From an optimization exercise on the open Yosys and OpenROAD flow, aimed at small area, a short achievable clock period and few clock cycles per item; shortcuts taken in it are not production practice.
The RTL was checked by simulation tests, not by an equivalence proof against the original design.
Power figures rest on the tool's default switching activity, not on a simulated workload.

==> flow/config.mk <==
export PLATFORM = sky130hd
export DESIGN_NAME = overwriting_record_stack_drain_unit
export DESIGN_NICKNAME = overwriting_record_stack_drain_unit
export VERILOG_FILES = /design/flow/design.v
export SDC_FILE = /design/flow/constraint.sdc
export NUM_CORES = 4
export LEC_CHECK = 0
export CAP_MARGIN = 20
export CORE_MARGIN = 2
export CORE_UTILIZATION = 40
export SLEW_MARGIN = 20
==> flow/run.sh <==
#!/bin/bash
# synth_recipe.tcl (not shown) runs the flow's synth.tcl, then flattens the netlist and writes it again
# the make line also repeats each setting of config.mk as NAME=value (left out here)
make -C /OpenROAD-flow-scripts/flow DESIGN_CONFIG=/design/flow/config.mk WORK_HOME=/design/flow/orfs CLKGATE_MAP_FILE= SYNTH_SCRIPT=/design/flow/synth_recipe.tcl finish
==> flow/constraint.sdc <==
create_clock -name core_clock -period 4.0 [get_ports {i_clk}]
set_input_delay 0.8000 -clock core_clock [delete_from_list [all_inputs] [get_ports {i_clk}]]
set_output_delay 0.8000 -clock core_clock [all_outputs]
set_load 0.01 [all_outputs]
==> flow/design.v <==
package ors_pkg;
    localparam int unsigned DATA_W      = 64;
    localparam int unsigned CNT_W       = 5;
    localparam int unsigned DEPTH       = 16;
    localparam int unsigned SLOT_W      = 4;
    localparam logic [CNT_W-1:0] BATCH_CAP     = 5'd16;
    localparam logic [CNT_W-1:0] MAX_BATCH_RST = 5'd4;
    localparam logic OP_PUSH  = 1'b0;
    localparam logic OP_DRAIN = 1'b1;
endpackage
module ors_ram #(
    parameter int WIDTH = 64,
    parameter int DEPTH = 16
) (
    input  logic                     i_clk,
    input  logic [DEPTH-1:0]         i_we,
    input  logic [WIDTH-1:0]         i_wdata,
    input  logic [$clog2(DEPTH)-1:0] i_raddr,
    output logic [WIDTH-1:0]         o_rdata
);
    logic [WIDTH-1:0] r_mem [DEPTH];
    always_ff @(posedge i_clk) begin
        for (int i = 0; i < DEPTH; i++) begin
            if (i_we[i]) begin
                r_mem[i] <= i_wdata;
            end
        end
    end
    assign o_rdata = r_mem[i_raddr];
endmodule
module ors_ctrl #(
    parameter int NQ = 8   
) (
    input  logic                          i_clk,
    input  logic                          i_rst_n,
    input  logic                          i_in_valid,
    input  logic                          i_opcode,
    input  logic                          i_reserve_slot,
    input  logic                          i_cfg_valid,
    input  logic [ors_pkg::CNT_W-1:0]     i_cfg_data,
    input  logic                          i_out_ready,
    output logic                          o_in_ready,
    output logic                          o_out_valid,
    output logic [ors_pkg::DEPTH-1:0]     o_we,
    output logic [ors_pkg::SLOT_W-1:0]    o_rslot,
    output logic                          o_ld_rec,
    output logic                          o_ld_hdr,
    output logic [ors_pkg::CNT_W-1:0]     o_hdr_popped,
    output logic                          o_hdr_rsv
);
    localparam int D  = ors_pkg::DEPTH;
    localparam int SW = ors_pkg::SLOT_W;
    localparam int CW = ors_pkg::CNT_W;
    localparam int QW = (NQ > 2) ? $clog2(NQ - 1) : 1;
    localparam int NF = NQ - 1;   
    logic [CW-1:0] r_max_batch;
    logic [SW-1:0] r_head;
    logic [CW-1:0] r_fill;
    logic [SW-1:0] r_ptr  [D];
    logic [SW-1:0] r_link [D];
    logic [D-1:0]  r_busy;
    logic          r_in_ready;
    logic          r_out_valid;
    logic [SW-1:0] r_q_start [NF];
    logic [CW-1:0] r_q_k     [NF];
    logic          r_q_rsv   [NF];
    logic [QW-1:0] r_q_rd, r_q_wr;
    logic [QW:0]   r_q_cnt;
    logic          r_e_act;
    logic [SW-1:0] r_e_cur;
    logic [CW-1:0] r_e_rem;
    logic [CW-1:0] r_e_k;
    logic          r_e_rsv;
    logic          w_acc, w_push, w_drain;
    logic [SW-1:0] w_top, w_old;
    logic [SW-1:0] w_free;
    logic          w_any_free;
    logic [SW-1:0] w_wslot;
    logic [CW-1:0] w_cap, w_cap1, w_k0, w_k1, w_k;
    logic          w_full;
    assign w_acc   = i_in_valid && r_in_ready;
    assign w_push  = w_acc && (i_opcode == ors_pkg::OP_PUSH);
    assign w_drain = w_acc && (i_opcode == ors_pkg::OP_DRAIN);
    assign w_full  = (r_fill == CW'(D));
    assign w_top   = r_ptr[r_head - 1'b1];
    assign w_old   = r_ptr[r_head];
    always_comb begin
        w_free     = '0;
        w_any_free = 1'b0;
        for (int i = D - 1; i >= 0; i--) begin
            if (!r_busy[i]) begin
                w_free     = SW'(i);
                w_any_free = 1'b1;
            end
        end
    end
    assign w_wslot = w_full ? w_old : w_free;
    assign w_cap  = (r_max_batch > ors_pkg::BATCH_CAP) ? ors_pkg::BATCH_CAP : r_max_batch;
    assign w_cap1 = (w_cap != '0) ? w_cap - 1'b1 : '0;
    assign w_k0   = (w_cap < r_fill) ? w_cap : r_fill;
    assign w_k1   = (w_cap1 < r_fill) ? w_cap1 : r_fill;
    assign w_k    = i_reserve_slot ? w_k1 : w_k0;
    always_comb begin
        o_we = '0;
        if (w_push) o_we[w_wslot] = 1'b1;
    end
    logic w_out_free;
    logic w_e_done;      
    logic w_e_take;      
    logic w_from_q;
    logic w_q_push, w_q_pop;
    assign w_out_free = !r_out_valid || i_out_ready;
    assign o_ld_rec   = r_e_act && w_out_free && (r_e_rem != '0);
    assign o_ld_hdr   = r_e_act && w_out_free && (r_e_rem == '0);
    assign w_e_done   = o_ld_hdr;
    assign w_from_q   = (r_q_cnt != '0);
    assign w_e_take   = (!r_e_act || w_e_done) && (w_from_q || w_drain);
    assign w_q_pop    = w_e_take && w_from_q;
    assign w_q_push   = w_drain && !(w_e_take && !w_from_q);
    assign o_rslot    = r_e_cur;
    assign o_hdr_popped = r_e_k;
    assign o_hdr_rsv    = r_e_rsv;
    assign o_out_valid  = r_out_valid;
    assign o_in_ready   = r_in_ready;
    logic [CW-1:0] n_fill;
    logic [D-1:0]  n_busy;
    logic [QW:0]   n_q_cnt;
    always_comb begin
        n_fill = r_fill;
        if (w_push) begin
            if (!w_full) n_fill = r_fill + 1'b1;
        end else if (w_drain) begin
            n_fill = r_fill - w_k;
        end
        n_busy = r_busy;
        if (o_ld_rec) n_busy[r_e_cur] = 1'b0;
        if (w_push)   n_busy[w_wslot] = 1'b1;
        n_q_cnt = r_q_cnt + (QW+1)'(w_q_push) - (QW+1)'(w_q_pop);
    end
    always_ff @(posedge i_clk) begin
        if (!i_rst_n) begin
            r_max_batch <= ors_pkg::MAX_BATCH_RST;
            r_head      <= '0;
            r_fill      <= '0;
            r_busy      <= '0;
            r_in_ready  <= 1'b1;
            r_out_valid <= 1'b0;
            r_q_rd      <= '0;
            r_q_wr      <= '0;
            r_q_cnt     <= '0;
            r_e_act     <= 1'b0;
        end else begin
            if (i_cfg_valid) begin
                r_max_batch <= i_cfg_data;
            end
            r_fill <= n_fill;
            r_busy <= n_busy;
            if (w_push) begin
                r_head <= r_head + 1'b1;
            end else if (w_drain) begin
                r_head <= r_head - SW'(w_k);
            end
            r_in_ready <= (n_q_cnt != (QW+1)'(NF)) && ((n_fill == CW'(D)) || (n_busy != '1));
            if (o_ld_rec || o_ld_hdr) begin
                r_out_valid <= 1'b1;
            end else if (i_out_ready) begin
                r_out_valid <= 1'b0;
            end
            if (w_q_push) r_q_wr <= (r_q_wr == QW'(NF - 1)) ? '0 : r_q_wr + 1'b1;
            if (w_q_pop)  r_q_rd <= (r_q_rd == QW'(NF - 1)) ? '0 : r_q_rd + 1'b1;
            r_q_cnt <= n_q_cnt;
            if (w_e_take)      r_e_act <= 1'b1;
            else if (w_e_done) r_e_act <= 1'b0;
        end
    end
    always_ff @(posedge i_clk) begin
        if (w_push) begin
            r_ptr[r_head]   <= w_wslot;
            r_link[w_wslot] <= w_top;
        end
        if (w_q_push) begin
            r_q_start[r_q_wr] <= w_top;
            r_q_k[r_q_wr]     <= w_k;
            r_q_rsv[r_q_wr]   <= i_reserve_slot;
        end
        if (w_e_take) begin
            if (w_from_q) begin
                r_e_cur <= r_q_start[r_q_rd];
                r_e_rem <= r_q_k[r_q_rd];
                r_e_k   <= r_q_k[r_q_rd];
                r_e_rsv <= r_q_rsv[r_q_rd];
            end else begin
                r_e_cur <= w_top;
                r_e_rem <= w_k;
                r_e_k   <= w_k;
                r_e_rsv <= i_reserve_slot;
            end
        end else if (o_ld_rec) begin
            r_e_cur <= r_link[r_e_cur];
            r_e_rem <= r_e_rem - 1'b1;
        end
    end
endmodule
module ors_dp (
    input  logic                        i_clk,
    input  logic                        i_ld_rec,
    input  logic                        i_ld_hdr,
    input  logic [ors_pkg::DATA_W-1:0]  i_rdata,
    input  logic [ors_pkg::CNT_W-1:0]   i_hdr_popped,
    input  logic                        i_hdr_rsv,
    output logic                        o_is_header,
    output logic [ors_pkg::DATA_W-1:0]  o_record_data,
    output logic [ors_pkg::CNT_W-1:0]   o_header_count,
    output logic [ors_pkg::CNT_W-1:0]   o_popped,
    output logic                        o_last
);
    always_ff @(posedge i_clk) begin
        if (i_ld_rec) begin
            o_is_header    <= 1'b0;
            o_record_data  <= i_rdata;
            o_header_count <= '0;
            o_popped       <= '0;
            o_last         <= 1'b0;
        end else if (i_ld_hdr) begin
            o_is_header    <= 1'b1;
            o_record_data  <= '0;
            o_header_count <= i_hdr_popped + ors_pkg::CNT_W'(i_hdr_rsv);
            o_popped       <= i_hdr_popped;
            o_last         <= 1'b1;
        end
    end
endmodule
module overwriting_record_stack_drain_unit #(
    parameter int DEPTH        = 16,
    parameter int RECORD_BYTES = 8
) (
    input  logic        i_clk,
    input  logic        i_rst_n,
    input  logic        in_valid,
    output logic        in_ready,
    input  logic        in_opcode,
    input  logic [63:0] in_entry_data,
    input  logic        in_reserve_slot,
    output logic        out_valid,
    input  logic        out_ready,
    output logic        out_is_header,
    output logic [63:0] out_record_data,
    output logic [4:0]  out_header_count,
    output logic [4:0]  out_popped,
    output logic        out_last,
    input  logic        cfg_valid,
    output logic        cfg_ready,
    input  logic [4:0]  cfg_data
);
    logic [ors_pkg::DEPTH-1:0]  w_we;
    logic [ors_pkg::SLOT_W-1:0] w_rslot;
    logic [63:0]                w_rdata;
    logic                       w_ld_rec;
    logic                       w_ld_hdr;
    logic [4:0]                 w_hdr_popped;
    logic                       w_hdr_rsv;
    assign cfg_ready = 1'b1;
    ors_ctrl u_ctrl (
        .i_clk          (i_clk),
        .i_rst_n        (i_rst_n),
        .i_in_valid     (in_valid),
        .i_opcode       (in_opcode),
        .i_reserve_slot (in_reserve_slot),
        .i_cfg_valid    (cfg_valid),
        .i_cfg_data     (cfg_data),
        .i_out_ready    (out_ready),
        .o_in_ready     (in_ready),
        .o_out_valid    (out_valid),
        .o_we           (w_we),
        .o_rslot        (w_rslot),
        .o_ld_rec       (w_ld_rec),
        .o_ld_hdr       (w_ld_hdr),
        .o_hdr_popped   (w_hdr_popped),
        .o_hdr_rsv      (w_hdr_rsv)
    );
    ors_ram #(
        .WIDTH (8 * RECORD_BYTES),
        .DEPTH (ors_pkg::DEPTH)
    ) u_ram (
        .i_clk   (i_clk),
        .i_we    (w_we),
        .i_wdata (in_entry_data),
        .i_raddr (w_rslot),
        .o_rdata (w_rdata)
    );
    ors_dp u_dp (
        .i_clk          (i_clk),
        .i_ld_rec       (w_ld_rec),
        .i_ld_hdr       (w_ld_hdr),
        .i_rdata        (w_rdata),
        .i_hdr_popped   (w_hdr_popped),
        .i_hdr_rsv      (w_hdr_rsv),
        .o_is_header    (out_is_header),
        .o_record_data  (out_record_data),
        .o_header_count (out_header_count),
        .o_popped       (out_popped),
        .o_last         (out_last)
    );
endmodule
==> results of run 1 <==
[Yosys cell counts, types with 3 or more instances]
| library cell | count |
|---|---|
| a221oi_1 | 68 |
| nor4b_1 | 3 |
| and2_1 | 36 |
| nor2_1 | 56 |
| fa_1 | 3 |
| clkbuf_1 | 135 |
| nor3b_1 | 5 |
| nand2b_1 | 12 |
| o211ai_1 | 4 |
| mux2_2 | 16 |
| inv_1 | 45 |
| nand4_1 | 73 |
| nor2b_1 | 22 |
| nand2_1 | 91 |
| nand3_1 | 88 |
| o221a_2 | 62 |
| a21oi_1 | 95 |
| and3_1 | 16 |
| xnor2_1 | 11 |
| xor2_1 | 8 |
| and4_1 | 3 |
| or3_1 | 5 |
| inv_2 | 3 |
| a221o_1 | 4 |
| a211oi_1 | 9 |
| a31oi_1 | 15 |
| dfxtp_1 | 65 |
| o2111ai_1 | 3 |
| ha_1 | 39 |
| nor3_1 | 26 |
| buf_1 | 29 |
| edfxtp_1 | 1301 |
| mux4_2 | 54 |
| a22oi_1 | 318 |
| buf_4 | 6 |
| mux2i_1 | 54 |
| buf_2 | 10 |
| o21a_1 | 12 |
| o21ai_0 | 40 |
| o31ai_1 | 6 |
| a21boi_0 | 15 |
| a21o_1 | 6 |
| a22o_1 | 68 |
[flip-flops by register name, indices dropped and copies added (netlist names), 7 cells and up, named ones only]
register and flops:
u_ram.r_mem 1024, u_ctrl.r_q_rsv 7, u_ctrl.r_q_k 35, u_ctrl.r_q_start 28, u_ctrl.r_busy 16, u_ctrl.r_link 64
u_ctrl.r_ptr 64, u_dp.o_record_data 64
[layout make-up]
type                    count  share of cell area, %
inverters                  49                  0.319
clock buffers             173                   5.96
well taps                1742                   3.50
clock inverters            85                   1.45
multi-input cells        1397                   18.3
flip-flops and latches   1366                   64.8
repair buffers            345                   5.67
diodes                      4                 0.0161
[worst max-delay path: cells and delay by family (launching register included)]
family / cells / cell delay (ns)
simple gates: 8 / 1.42
buf+inv: 7 / 0.84
fa+ha+maj: 2 / 0.61
mux: 3 / 0.53
compound gates: 4 / 0.46
flops: 1 / 0.37
[worst max path at each step]
stage	startpoint	to	slack [ns]
after detailed placement	u_ctrl.r_max_batch[0]	u_ctrl.r_in_ready	-0.59
final	u_ctrl.r_max_batch[4]	u_ctrl.r_in_ready	-0.28
after global placement	u_ctrl.r_max_batch[0]	u_ctrl.r_in_ready	-0.52
after CTS	u_ctrl.r_max_batch[4]	u_ctrl.r_in_ready	-0.40
after floorplan	u_ctrl.r_max_batch[4]	u_ctrl.r_in_ready	-0.53
after global routing	u_ctrl.r_max_batch[0]	u_ctrl.r_in_ready	-0.56
[per-layer routing]
metal	share of wire, %	global-route usage, %
met3	8.2	4.39
met2	48	35.0
met1	42	30.3
met5	0.051	0
met4	2.0	6.21
[power by group through the flow]
stage,sequential [mW],combinational (mW),clock (mW)
after floorplan,18.4,7.10,0
after global placement,18.6,12.5,0
after detailed placement,18.6,12.6,0
after CTS,18.3,12.8,13.2
after global routing,18.4,13.9,13.8
final,18.3,12.9,13.1
[per-stage QoR]
step                worst slack, ns  hold WS (ns)  instances  total power, mW  TNS, ns
floorplan                    -0.529         0.474       2993             25.5   -45.17
global placement             -0.515         0.435       4886             31.1   -0.892
detailed placement           -0.585         0.443       4886             31.2    -1.09
CTS                          -0.397         0.457       5153             44.4   -0.748
global route                 -0.561         0.471       5159             46.1    -1.61
finish                       -0.282         0.451       5161             44.3   -0.282
[what timing repair did]
action                     4_1_cts  5_1_grt
setup buffers                    9        4
hold endpoints to repair         0        0
pin swaps                       18       17
cloned                           0        0
gates resized for setup         17       16
hold buffers                     0        0
setup endpoints to repair        6       72
[cell families after synthesis]
kind of cell               synth area share (%)
AOI/OAI and AO/OA                          11.1
xor gates and xnor gates                  0.319
adders and majority gates                  1.05
buffers and inverters                      1.75
DFF                                        77.4
muxes                                      3.74
other                                   0.00719
and+or+nand+nor                            4.69
==> impl_metrics.yaml, run 1 <==
setup_path:
  critPathKind: "reg -> reg"
  crit_chain: "nand2b_4 > ha_4 > or3b_4 > nor2_4 > nor2_2 > buf_4 > buf_4 > buf_4 > buf_4 > buf_4 > buf_4 > mux2i_2 > mux2i_4 > buf_6 > fa_1 > nand2b_4 > a31oi_4 > a221oi_2 > nand3_1 > nor4bb_2 > nand3_1 > mux2i_1 > a211oi_2 > a21oi_1"
  crit_top_cell: "buf_4"
  cpMaxStageDelayCell: "fa_1"
  end_kind: "flip-flop"
  rrSetupSlack_ns: -0.28
  reg2regPathDepth: 24
  max_stage_delay_ns: 0.48
  crit_arrival_ns: 5.02
  worstSetupStartpointType: "flip-flop"
  cp_max_fo: 4
  r2r_start: "u_ctrl.r_max_batch[4]"
  r2r_end: "u_ctrl.r_in_ready"
  required_ns: 4.74
sta:
  min_period_over_period_pct: 107
  rsz0062_at_grt: "yes"
  period_minus_slack_ns: 4.28
  tightest_slew_ns: 1.02
  setup_viol: 1
  clock_skew_ns: 0.0449
  fin_ws_ns: -0.282
  relSlewSlack_pct: 32.3
  final_max_slew_viol_count: 0
  fmax_ghz: 0.234
  hold_viol: 0
route:
  wl_per_cell_microns: 28.3
  vias_per_cell: 5.88
  postRouteAntennaNets: 0
  drtIter0Drc: 3670
  drc_errors: 0
  routed-via-count: 30400
  first_pass_iters: 6
  routed_wl_mm: 146
pwr:
  switching_power_mw: 14.3
  p_clk_share_pct: 29.5
  pwr-share-comb_pct: 29.2
  p_leak_nw: 20.0
  power_frac_seq_pct: 41.3
  ir_drop_uv: 526
  internal_power_mw: 30.1
  netSwitchingFraction_pct: 32.2
  p_per_area_nw_per_um2: 711
logic_synthesis:
  synthTopCellsByArea: "edfxtp_1 75%, a22oi_1 4.6%, dfxtp_1 2.5%"
  netlist_area_sq_um: 52200
  synth-warning-count: 4
  syn_nets: 3111
  synth.distinct_cells: 86
  synth.avg_cell_area_sq_um: 17.4
  yosysTopAreaCellShare_pct: 74.9
  netlist_instances: 2993
  synth_flop_cell: "edfxtp_1"
  ys_seq_elements: 1366
  async_flop_share_pct: 0
  yosysTopAreaCell: "edfxtp_1"
  synth_seq_area_share_pct: 77.4
  synth-edff-count: 1301
clock_network:
  cts.clk_slew.worst_paths_ns: 0.07
  cts_sinks: 1366
  cts_tree: "done"
  clock_latency_ns: 0.81
  clockBufferDepth: 3
  htreeDepth: 4
  cts_buffers: 141
  cts_root_buf: "clkbuf_16"
floorplan:
  floorplan.rows: 132
  start_util_pct: 40.3
  fp.dieH_microns: 365
  core_sq_um: 129000
  io_pins: 155
  die-area_sq_um: 133000
  die_w_microns: 365
min_path:
  holdPathStages: 2
  hold_class: "reg -> reg"
  worstHoldStart: "u_dp.o_header_count[2]"
  min_to: "u_dp.o_header_count[2]"
cells_and_area:
  layout_commonest_cell: "edfxtp_1"
  drive_gt1_share_pct: 18.7
  final_util_pct: 48.1
  fin_area_sq_um: 62300
  area_delta_synth_final_pct: 19.4
  layout_common_cells: "1301 x edfxtp_1, 318 x a22oi_1, 153 x clkdlybuf4s50_1, 146 x buf_4, 143 x clkbuf_16"
  fin_nets: 3418
  seqCellArea_sq_um: 40400
  multi_input_area_sq_um: 11400
  fillers: 10800
placed_design:
  place.gp.congestion: 0.878
  placed_area_sq_um: 57400
  numPortBuffers: 153
  hpwlAfterDp_mm: 80.3
flow_run:
  drv_cap: 0
global_routing:
  antenna_found_initial: 15
  grt_pass1_vias: 29800
  overflow: 0
  grt.total_usage_pct: 21.8
  grt_first_pass_wirelength_mm: 210
  grt_start_max_net_pins: 66
run_status:
  so.violations: "setup timing"
  status: "finished with violations"
Testbench counts, summed over its fixed seeds: cycles 4,014, items 3,840.
==> run 2, diff against run 1 <==
--- a/flow/design.v
+++ b/flow/design.v
@@ -55,3 +55,4 @@
     localparam int NF = NQ - 1;   
-    logic [CW-1:0] r_max_batch;
+    logic [CW-1:0] r_cap;    
+    logic [CW-1:0] r_cap1;   
     logic [SW-1:0] r_head;
@@ -97,6 +98,6 @@
     assign w_wslot = w_full ? w_old : w_free;
-    assign w_cap  = (r_max_batch > ors_pkg::BATCH_CAP) ? ors_pkg::BATCH_CAP : r_max_batch;
+    assign w_cap  = (i_cfg_data > ors_pkg::BATCH_CAP) ? ors_pkg::BATCH_CAP : i_cfg_data;
     assign w_cap1 = (w_cap != '0) ? w_cap - 1'b1 : '0;
-    assign w_k0   = (w_cap < r_fill) ? w_cap : r_fill;
-    assign w_k1   = (w_cap1 < r_fill) ? w_cap1 : r_fill;
+    assign w_k0   = (r_cap < r_fill) ? r_cap : r_fill;
+    assign w_k1   = (r_cap1 < r_fill) ? r_cap1 : r_fill;
     assign w_k    = i_reserve_slot ? w_k1 : w_k0;
@@ -127,2 +128,17 @@
     logic [QW:0]   n_q_cnt;
+    logic       w_free_ge1, w_free_ge2;
+    logic       w_slot_ok, w_q_ok;
+    logic [4:0] w_nfree;
+    always_comb begin
+        w_nfree = '0;
+        for (int i = 0; i < D; i++) w_nfree = w_nfree + 5'(!r_busy[i]);
+    end
+    assign w_free_ge1 = (w_nfree != '0);
+    assign w_free_ge2 = (w_nfree[4:1] != '0);
+    assign w_slot_ok = w_free_ge2 || (w_free_ge1 && !w_push) || o_ld_rec
+                    || ((r_fill == CW'(D)) && !w_drain)
+                    || ((r_fill == CW'(D - 1)) && w_push);
+    assign w_q_ok    = (r_q_cnt < (QW+1)'(NF - 1))
+                    || ((r_q_cnt == (QW+1)'(NF - 1)) && (!w_drain || w_q_pop))
+                    || w_q_pop;
     always_comb begin
@@ -141,3 +157,4 @@
         if (!i_rst_n) begin
-            r_max_batch <= ors_pkg::MAX_BATCH_RST;
+            r_cap       <= ors_pkg::MAX_BATCH_RST;
+            r_cap1      <= ors_pkg::MAX_BATCH_RST - 1'b1;
             r_head      <= '0;
@@ -153,3 +170,4 @@
             if (i_cfg_valid) begin
-                r_max_batch <= i_cfg_data;
+                r_cap  <= w_cap;
+                r_cap1 <= w_cap1;
             end
@@ -162,3 +180,3 @@
             end
-            r_in_ready <= (n_q_cnt != (QW+1)'(NF)) && ((n_fill == CW'(D)) || (n_busy != '1));
+            r_in_ready <= w_slot_ok && w_q_ok;
             if (o_ld_rec || o_ld_hdr) begin
==> run 2 against run 1 <==
Against the previous run: now clean on timing, DRC and antenna; final cell count shrank 1.1%; global-route usage is 0.63 points lower; count of clock-buffer cells in the layout shrank 4; largest power group unchanged; non-clock buffer count shrank 24; core utilization fell by 0.28 points.
==> impl_metrics.yaml, run 2 <==
run_status:
  status: "complete, no violations"
logic_synthesis:
  yosysMostFrequentCell: "edfxtp_1"
  synthTopCellsByArea: "edfxtp_1 75%, a22oi_1 4.5%, dfxtp_1 2.7%"
  synth.avg_cell_area_sq_um: 17.7
  netlist_instances: 2955
  synth.distinct_cells: 78
  synth-warning-count: 4
  ys_seq_elements: 1371
  synth-edff-count: 1301
  synth_flop_cell: "edfxtp_1"
  synth_seq_area_share_pct: 77.4
  yosysTopAreaCell: "edfxtp_1"
  netlist_area_sq_um: 52300
  synth_common_cells: "1301 x edfxtp_1, 315 x a22oi_1, 130 x clkbuf_1"
  async_flop_share_pct: 0
  yosysTopAreaCellShare_pct: 74.7
  syn_nets: 3087
clock_network:
  postCtsSetupBuffers: 0
  cts_tree: "done"
  cts.clk_slew.worst_paths_ns: 0.06
  htreeDepth: 4
  cts_hold_buf: 0
  clockBufferDepth: 3
  cts_sinks: 1371
  cts_root_buf: "clkbuf_16"
  cts_buffers: 140
  clock_latency_ns: 0.78
route:
  routed-via-count: 29800
  routed_wl_mm: 142
  drtIter0Drc: 3354
  wl_per_cell_microns: 27.8
  first_pass_iters: 7
  vias_per_cell: 5.85
  postRouteAntennaNets: 0
  drc_errors: 0
cells_and_area:
  drive_gt1_share_pct: 16.7
  layout_commonest_cell: "edfxtp_1"
  final_util_pct: 47.8
  largest_reg_flops: 1024
  fin_nets: 3379
  area_delta_synth_final_pct: 18.7
  final_cells: 5102
  layout_common_cells: "1301 x edfxtp_1, 315 x a22oi_1, 152 x clkdlybuf4s50_1, 142 x clkbuf_16, 105 x buf_4"
  regMostFlops: "u_ram.r_mem"
pwr:
  p_leak_nw: 19.8
  p_per_area_nw_per_um2: 681
  ir_drop_uv: 500
floorplan:
  fp.dieH_microns: 365
  floorplan.rows: 132
  io_pins: 155
  die-area_sq_um: 134000
  core_sq_um: 130000
  start_util_pct: 40.3
  die_w_microns: 365
placed_design:
  numPortBuffers: 153
  dp.cells: 4847
  place.gp.congestion: 0.813
  hpwlAfterDp_mm: 79.5
global_routing:
  antenna_found_initial: 14
  grt_first_pass_wirelength_mm: 206
  grt_pass1_vias: 29700
  grt.total_usage_pct: 21.2
  overflow: 0
  grt_start_max_net_pins: 65
sta:
  setup_viol: 0
  final_max_slew_viol_count: 0
  rsz0062_at_grt: "yes"
  holdWs_ns: 0.389
  period_minus_slack_ns: 3.91
  min_period_over_period_pct: 97.8
  relSlewSlack_pct: 21.8
  clock_skew_ns: 0.0426
  hold_viol: 0
  tightest_slew_ns: 1.17
  fmax_ghz: 0.256
setup_path:
  end_kind: "flip-flop"
  required_ns: 4.64
  cp_max_fo: 2
  worstSetupStartpointType: "flip-flop"
  reg2regPathDepth: 13
  critPathKind: "reg -> reg"
  crit_arrival_ns: 4.55
flow_run:
  drv_cap: 0
min_path:
  hold_class: "in -> reg"
  holdPathStages: 2
[run 2: changes by cell type after synthesis, moves of 8 or more]
cell	before	now
and3_1	16	25
nand2_1	91	74
mux2i_1	54	24
fa_1	3	13
inv_1	45	69
buf_1	29	20
nor2_1	56	27
a22o_1	68	76
nand3_1	88	80
[run 2: layout make-up]
| class | instances | area [sq um] |
|---|---|---|
| fill | 10800 | 67600 |
| sequential | 1371 | 40500 |
| multi-input combinational | 1341 | 11100 |
| clock buffer | 169 | 3670 |
| timing repair buffer | 321 | 3580 |
| tap | 1742 | 2180 |
| clock inverter | 84 | 752 |
| inverter | 72 | 278 |
| antenna | 2 | 5.00 |
[run 2: cell families (layout without fill, tap and decap cells)]
logic type               Yosys count  count (layout)  share of synthesized area [%]
AO/OA/AOI/OAI                    761             761                           11.1
XOR/XNOR                          18              18                          0.330
adder cells (fa/ha/maj)           56              56                           1.53
buffers and inverters            243             646                           1.86
flip-flops                      1371            1371                           77.4
multiplexers                     100             100                           3.48
other                              1               3                        0.00717
AND/OR/NAND/NOR                  405             405                           4.26
[run 2: worst paths after layout]
kind / from / end / slack, ns
max reg2reg: u_ctrl.r_busy[9] / u_ctrl.r_in_ready / 0.09
min: i_rst_n / u_ctrl.r_cap[2] / 0.39
min reg2reg: u_dp.o_header_count[3] / u_dp.o_header_count[3] / 0.45
max: u_ctrl.r_busy[9] / u_ctrl.r_in_ready / 0.09
[run 2: timing repair]
action / in CTS / in global routing
pin swaps: 0 / 4
endpoints found under the hold margin: 0 / 0
resized for setup: 1 / 8
gates cloned: 0 / 0
endpoints found under the setup margin: 1 / 2
[run 2: per-layer routing]
| layer | track usage, % | routed length [microns] | share of wire (%) |
|---|---|---|---|
| met5 | 0 | 123 | 0.087 |
| met4 | 6.26 | 3080 | 2.2 |
| met3 | 4.11 | 11000 | 7.8 |
| met2 | 33.8 | 67400 | 47 |
| met1 | 29.6 | 60300 | 43 |
[run 2: worst max-delay path: stages (launching register included)]
cell	delay (ns)
dfxtp_2	0.34
fa_1	0.55
inv_2	0.04
fa_1	0.54
fa_1	0.44
fa_1	0.51
inv_1	0.05
fa_2	0.33
inv_2	0.07
fa_1	0.39
nor3_2	0.11
nand2_1	0.08
a2111oi_2	0.20
o21ai_1	0.10
[run 2: where the power goes]
group | internal [mW] | switching [mW] | leakage (nW)
combinational | 4.32 | 7.10 | 5.29
clock | 7.02 | 5.58 | 2.17
sequential | 17.6 | 0.663 | 12.4
total | 28.9 | 13.3 | 19.8
[run 2: per-stage QoR]
step / setup TNS, ns / setup WS (ns) / total power [mW] / cell area (sq um)
floorplan: -101.44 / -0.855 / 24.8 / 52300
global placement: -0.0831 / -0.0831 / 29.8 / 57600
detailed placement: -0.156 / -0.0717 / 29.9 / 57600
CTS: 0 / 0.0218 / 42.5 / 62000
global route: -0.0732 / -0.0732 / 44.0 / 62000
finish: 0 / 0.0869 / 42.2 / 62000
Testbench counts of run 2, summed over its fixed seeds: cycles 4,018, items 3,840.

[separate check: timing with driven ports]
Ports are ideal in the flow. The routed layouts listed here were re-timed in OpenROAD. Step 1 (the two cells are an assumption about what drives the block):
set clk [get_ports {i_clk}]
set_driving_cell -lib_cell sky130_fd_sc_hd__clkbuf_16 $clk
set_driving_cell -lib_cell sky130_fd_sc_hd__buf_2 [delete_from_list [all_inputs] $clk]
Step 2 also shifts input and output timing later by t, the mid clock arrival at the registers, as if the neighbouring blocks saw the same clock. Three values: ideal ports, drivers, drivers and shift; two values: the first two.
run	t, ns	slack for setup (ns)	worst setup path after step 2
run 1	0.857	-0.282 / -0.282 / -0.282	register to register
run 2	0.839	0.087 / 0.087 / 0.007	input to register
The setup slack of run 2, which loses most, moves by 0.000 ns with the drivers and by -0.080 ns with both steps.
